Context: an optimization exercise on an open-source flow, tuned for small area and a short achievable clock period. The choices shown serve that exercise and are no tape-out recipe. In this exercise RTL edits were held to simulation tests only and were not proved equivalent to the original. Power is estimated from default activity; no workload was simulated.

## lc3b_alu_pipe
module lc3b_alu_pipe
(
    input  logic                    clk,
    input  logic                    arst_n,
    input  logic                    instr_valid,
    input  logic [16-1:0]   instr,
    input  logic                    flush,
    output logic                    wb_valid,
    output logic [3-1:0]  wb_dest,
    output logic [16-1:0]   wb_data,
    output logic [2:0]              cc
);
export LEC_CHECK = 0
export CAP_MARGIN = 20
export CORE_MARGIN = 2
export CORE_UTILIZATION = 55
export CTS_CLUSTER_DIAMETER = 80
export CTS_CLUSTER_SIZE = 24
export PLACE_DENSITY = 0.68
export SETUP_SLACK_MARGIN = 2.5
export SLEW_MARGIN = 20
create_clock -name core_clock -period 7.0 [get_ports {clk}]
standard.sh (not shown) runs the stock make flow with config.mk's settings and CLKGATE_MAP_FILE= SYNTH_SCRIPT=/design/flow/synth_recipe.tcl, a recipe that flattens the netlist after the stock synthesis.
==> flow/flow/run.sh <==
#!/bin/bash
# The standard layout, with the ports buffered by a plain buf_2 instead
# of the cell buffer_ports picks on its own (every port still gets a buffer).
set -euo pipefail
bash standard.sh "BUFFER_PORTS_ARGS=-buffer_cell sky130_fd_sc_hd__buf_2" finish > standard.log 2>&1
The first run ran to the end with no violations.
Next try:
==> flow/run.sh (new file) <==
#!/bin/bash
# synth_recipe.tcl (not shown) runs the flow's synth.tcl, then flattens the netlist and writes it again
# the make line also repeats each setting of config.mk as NAME=value (left out here)
make -C /OpenROAD-flow-scripts/flow DESIGN_CONFIG=/design/flow/config.mk WORK_HOME=/design/flow/orfs CLKGATE_MAP_FILE= SYNTH_SCRIPT=/design/flow/synth_recipe.tcl finish
--- a/flow/config.mk
+++ b/flow/config.mk
@@ -10,4 +10,2 @@
-export CORE_UTILIZATION = 55
-export CTS_CLUSTER_DIAMETER = 80
-export CTS_CLUSTER_SIZE = 24
-export PLACE_DENSITY = 0.68
+export CORE_UTILIZATION = 70
+export PLACE_DENSITY = 0.8
removed: flow/flow/run.sh
removed: flow/standard.sh
Hold slack loses 20 ps.
Utilization climbs by 19 points.
Total power climbs by 16%.
Global-route usage climbs by 9.6 points.
Area after synthesis is unchanged.
Final area climbs by 3.7%.
Wire length climbs by 2.0%.
Non-clock buffer count climbs by 9.
Clock power climbs by 53%.
Critical path depth climbs by 4.
Next try:
--- a/flow/config.mk
+++ b/flow/config.mk
@@ -10,2 +10,4 @@
-export CORE_UTILIZATION = 70
-export PLACE_DENSITY = 0.8
+export CORE_UTILIZATION = 55
+export CTS_CLUSTER_DIAMETER = 80
+export CTS_CLUSTER_SIZE = 24
+export PLACE_DENSITY = 0.68
Effect:
- power drops by 13%
- clock skew barely changes
- wire length drops by 2.2%
- design area goes down by 2.1%
- global-route usage goes down by 9.5 points
- register-to-register slack improved by 30 ps
- setup slack improves by 26 ps
Next try:
==> flow/flow/run.sh (new file) <==
#!/bin/bash
# The standard layout, with the ports buffered by a plain buf_2 instead
# of the cell buffer_ports picks on its own (every port still gets a buffer),
# and gate sizing free to pick cells of another footprint.
set -euo pipefail
bash standard.sh "BUFFER_PORTS_ARGS=-buffer_cell sky130_fd_sc_hd__buf_2" MATCH_CELL_FOOTPRINT=0 finish > standard.log 2>&1
==> flow/standard.sh (new file) <==
#!/bin/bash
# synth_recipe.tcl (not shown) runs the flow's synth.tcl, then flattens the netlist and writes it again
# the make line also repeats each setting of config.mk as NAME=value (left out here)
make -C /OpenROAD-flow-scripts/flow DESIGN_CONFIG=/design/flow/config.mk WORK_HOME=/design/flow/orfs CLKGATE_MAP_FILE= SYNTH_SCRIPT=/design/flow/synth_recipe.tcl "${@:-finish}"
removed: flow/run.sh
The changed run produced a clean layout.
Global-route usage barely changes.
Via count is higher slightly.
Routed wire length goes up slightly.
Cell area is lower slightly.
Power went down slightly.
Area after synthesis does not change.
Synthesized cell count is unchanged.
Count of clock-buffer cells in the layout shrinks by 1.
Setup slack gets better by 27 ps.
Fmax came out higher slightly.
Non-clock buffer count falls by 1.


Starting RTL as in the previous note.
Design lc3b_alu_pipe, start of the top module:
module lc3b_alu_pipe
(
    input  logic                    clk,
    input  logic                    arst_n,
    input  logic                    instr_valid,
    input  logic [16-1:0]   instr,
    input  logic                    flush,
    output logic                    wb_valid,
    output logic [3-1:0]  wb_dest,
    output logic [16-1:0]   wb_data,
    output logic [2:0]              cc
);
make LEC_CHECK=0 CAP_MARGIN=20 CORE_MARGIN=2 CORE_UTILIZATION=55 CTS_BUF_LIST='sky130_fd_sc_hd__clkbuf_4 sky130_fd_sc_hd__clkbuf_8' PLACE_DENSITY=0.68 SETUP_SLACK_MARGIN=2.5 SLEW_MARGIN=20 finish   # period 7.0 ns
run.sh (not shown) runs the stock make flow with config.mk's settings and CLKGATE_MAP_FILE= SYNTH_SCRIPT=/design/flow/synth_recipe.tcl, a recipe that flattens the netlist after the stock synthesis.
Stock flow here: none of the scripts above is used.
Next try:
CORE_UTILIZATION = 40   (was 55)
CTS_BUF_LIST = unset   (was sky130_fd_sc_hd__clkbuf_4 sky130_fd_sc_hd__clkbuf_8)
PLACE_DENSITY = unset   (was 0.68)
SETUP_SLACK_MARGIN = 3.0   (was 2.5)
=> Utilization came out lower by 12 points. Via count came out higher by about 4%. Fmax came out higher by about 5%. Worst setup slack improved by 0.20 ns. Die area came out higher by about 37%. Power came out higher by 5.6%.
Next try:
CAP_MARGIN = 5   (was 20)
CORE_UTILIZATION = 55   (was 40)
PLACE_DENSITY = 0.68   (was unset)
SETUP_SLACK_MARGIN = 2.5   (was 3.0)
SLEW_MARGIN = 5   (was 20)
Non-clock buffer count fell by 79.
Via count went down by 3.4%.
Power decreases by 4.0%.
Maximum frequency fell by 6.2%.
Die area decreases by 27%.
Global-route usage climbs by 6.5 points.
Cell count shrinks by 11%.
Flip-flop and latch count is unchanged.
Wire length fell by 9.6%.
Synthesized cell count does not change.
Next try:
CAP_MARGIN = 20   (was 5)
CORE_UTILIZATION = 40   (was 55)
PLACE_DENSITY = unset   (was 0.68)
SLEW_MARGIN = 20   (was 5)
=>
- global-route usage fell by 8.1 points
- power rose by about 1.7%
- die area rose by about 37%


lc3b_alu_pipe again, from the RTL that the note above started with.
==> flow/design.v (excerpt) <==
module lc3b_alu_pipe
(
    input  logic                    clk,
    input  logic                    arst_n,
    input  logic                    instr_valid,
    input  logic [16-1:0]   instr,
    input  logic                    flush,
    output logic                    wb_valid,
    output logic [3-1:0]  wb_dest,
    output logic [16-1:0]   wb_data,
    output logic [2:0]              cc
);
    logic                   d_valid;
    logic [3-1:0] d_dest;
    logic [16-1:0]  d_opa;
    logic [16-1:0]  d_opb;
    logic                   d_mb;
    logic                   d_as;
    logic                   d_sub;
    logic                   d_shr;
    logic [4:0]             d_sh;
    logic [3:0]             d_lsel;
    logic [16-1:0]  alu_out;
    logic [16-1:0]  res_p;
    logic [16-1:0]  res_c;
    logic [16-1:0]  rd_data1;
    logic [16-1:0]  rd_data2;
    decode_stage u_decode
    (
        .clk         (clk),
        .arst_n      (arst_n),
        .instr_valid (instr_valid),
        .instr       (instr),
        .flush       (flush),
        .rd_data1    (rd_data1),
        .rd_data2    (rd_data2),
        .res_p       (res_p),
        .res_c       (res_c),
        .d_valid     (d_valid),
        .d_dest      (d_dest),
        .d_opa       (d_opa),
        .d_opb       (d_opb),
        .d_mb        (d_mb),
        .d_as        (d_as),
        .d_sub       (d_sub),
        .d_shr       (d_shr),
        .d_sh        (d_sh),
        .d_lsel      (d_lsel)
    );
    execute_stage u_execute
    (
        .clk      (clk),
        .arst_n   (arst_n),
        .d_valid  (d_valid),
        .d_dest   (d_dest),
        .d_opa    (d_opa),
        .d_opb    (d_opb),
        .d_mb     (d_mb),
        .d_as     (d_as),
        .d_sub    (d_sub),
        .d_shr    (d_shr),
        .d_sh     (d_sh),
        .d_lsel   (d_lsel),
        .res_p    (res_p),
        .res_c    (res_c),
        .alu_out  (alu_out),
        .wb_valid (wb_valid),
        .wb_dest  (wb_dest),
        .wb_data  (wb_data)
    );
    result_stage u_result
    (
        .clk      (clk),
        .arst_n   (arst_n),
  ...
export LEC_CHECK = 0
export CAP_MARGIN = 20
export CORE_MARGIN = 2
export CORE_UTILIZATION = 55
export CTS_CLUSTER_DIAMETER = 80
export CTS_CLUSTER_SIZE = 24
export PLACE_DENSITY = 0.68
export SETUP_SLACK_MARGIN = 2.65
export SLEW_MARGIN = 20
create_clock -name core_clock -period 7.0 [get_ports {clk}]
standard.sh (not shown) runs the stock make flow with config.mk's settings and CLKGATE_MAP_FILE= SYNTH_SCRIPT=/design/flow/synth_recipe.tcl, a recipe that flattens the netlist after the stock synthesis.
==> flow/flow/run.sh <==
#!/bin/bash
# The standard layout, with the ports buffered by a plain buf_2 instead
# of the cell buffer_ports picks on its own (every port still gets a buffer),
# and gate sizing free to pick cells of another footprint.
set -euo pipefail
bash standard.sh "BUFFER_PORTS_ARGS=-buffer_cell sky130_fd_sc_hd__buf_2" MATCH_CELL_FOOTPRINT=0 finish > standard.log 2>&1
Change:
==> flow/run.sh (new file) <==
#!/bin/bash
# synth_recipe.tcl (not shown) runs the flow's synth.tcl, then flattens the netlist and writes it again
# the make line also repeats each setting of config.mk as NAME=value (left out here)
make -C /OpenROAD-flow-scripts/flow DESIGN_CONFIG=/design/flow/config.mk WORK_HOME=/design/flow/orfs CLKGATE_MAP_FILE= SYNTH_SCRIPT=/design/flow/synth_recipe.tcl finish
--- a/flow/config.mk
+++ b/flow/config.mk
@@ -9,7 +9,5 @@
 export CORE_MARGIN = 2
 export CORE_UTILIZATION = 55
-export CTS_CLUSTER_DIAMETER = 80
-export CTS_CLUSTER_SIZE = 24
 export PLACE_DENSITY = 0.68
-export SETUP_SLACK_MARGIN = 2.65
+export SETUP_SLACK_MARGIN = 2.5
 export SLEW_MARGIN = 20
removed: flow/flow/run.sh
removed: flow/standard.sh
What happened: Power went up by 12%. Utilization went up by 1.4 points. Area after synthesis is unchanged. Sequential power barely changes. Setup slack is worse by 82 ps. Count of clock-buffer cells in the layout went up by 10. Non-clock buffer count went down by 12. Final cell count hardly moves. Routed wire length barely changes. Critical path depth stays the same. Combinational power barely changes.
Change:
--- a/flow/config.mk
+++ b/flow/config.mk
@@ -10,4 +10,4 @@
 export CORE_UTILIZATION = 55
 export PLACE_DENSITY = 0.68
-export SETUP_SLACK_MARGIN = 2.5
+export SETUP_SLACK_MARGIN = 2.2
 export SLEW_MARGIN = 20
Result:
- utilization decreases by 1.1 points
- non-clock buffer count decreases by 13
- power decreases by 0.32%
- wire length decreases by about 0.9%
- global-route usage is about the same
- clock-buffer cell count is unchanged
- first-iteration DRC count decreases by about 4%
Change:
--- a/flow/config.mk
+++ b/flow/config.mk
@@ -9,5 +9,7 @@
 export CORE_MARGIN = 2
 export CORE_UTILIZATION = 55
+export CTS_CLUSTER_DIAMETER = 80
+export CTS_CLUSTER_SIZE = 24
 export PLACE_DENSITY = 0.68
-export SETUP_SLACK_MARGIN = 2.2
+export SETUP_SLACK_MARGIN = 2.65
 export SLEW_MARGIN = 20
The changed run finished with timing, DRC and antenna clean; power went down by 8.4%; critical path depth does not change; clock-buffer cell count fell by 12; non-clock buffer count climbs by 35; cell area rises by 2.9%; setup slack gets better by 380 ps; routed wire length grows by 4.9%; sequential share of layout area falls by 0.70 points; core utilization rises by 1.8 points.

==> separate check: timing with driven ports <==
How much do the figures lean on ideal ports? The routed layouts below were timed once more, with nothing changed but the port constraints. Step 1 sets driving cells, clkbuf_16 on the clock port and buf_2 on the other inputs (assumed; they add their load-dependent delay and slew). Step 2 times the ports against the registers' clock, not the clock port: input delays grow and output delays shrink by t, the midpoint of the rising clock arrivals with the driver on. a / b / c = ideal / step 1 / step 2; a / b = the first two.
run | t, ns | setup slack, ns | latest minus earliest clock arrival (ns) | slew at the worst register clock pin (ns)
the first run of note 1 | 0.509 | 2.642 / 2.642 / 2.642 | 0.016 / 0.016 | 0.10 / 0.10
the second run of note 1 | 0.540 | 2.611 / 2.611 / 2.195 | 0.016 / 0.015 | 0.07 / 0.07
the third run of note 1 | 0.512 | 2.636 / 2.636 / 2.211 | 0.015 / 0.015 | 0.10 / 0.10
the fourth run of note 1 | 0.511 | 2.664 / 2.664 / 2.664 | 0.017 / 0.018 | 0.10 / 0.10
the first run of note 2 | 0.596 | 2.628 / 2.628 / 2.189 | 0.019 / 0.020 | 0.07 / 0.07
the second run of note 2 | 0.550 | 2.829 / 2.829 / 2.582 | 0.021 / 0.021 | 0.06 / 0.06
the third run of note 2 | 0.534 | 2.555 / 2.555 / 2.248 | 0.013 / 0.013 | 0.07 / 0.07
the fourth run of note 2 | 0.539 | 2.621 / 2.621 / 2.230 | 0.016 / 0.016 | 0.06 / 0.06
the first run of note 3 | 0.514 | 2.726 / 2.726 / 2.726 | 0.018 / 0.018 | 0.10 / 0.10
the second run of note 3 | 0.544 | 2.644 / 2.644 / 2.158 | 0.024 / 0.024 | 0.07 / 0.07
the third run of note 3 | 0.542 | 2.348 / 2.348 / 2.191 | 0.020 / 0.021 | 0.07 / 0.07
the fourth run of note 3 | 0.508 | 2.729 / 2.729 / 2.286 | 0.023 / 0.023 | 0.10 / 0.10
After both steps setup and hold are still met in every run listed. The setup slack of the second run of note 3, which loses most, moves by 0.000 ns with the drivers and by -0.486 ns with both steps.
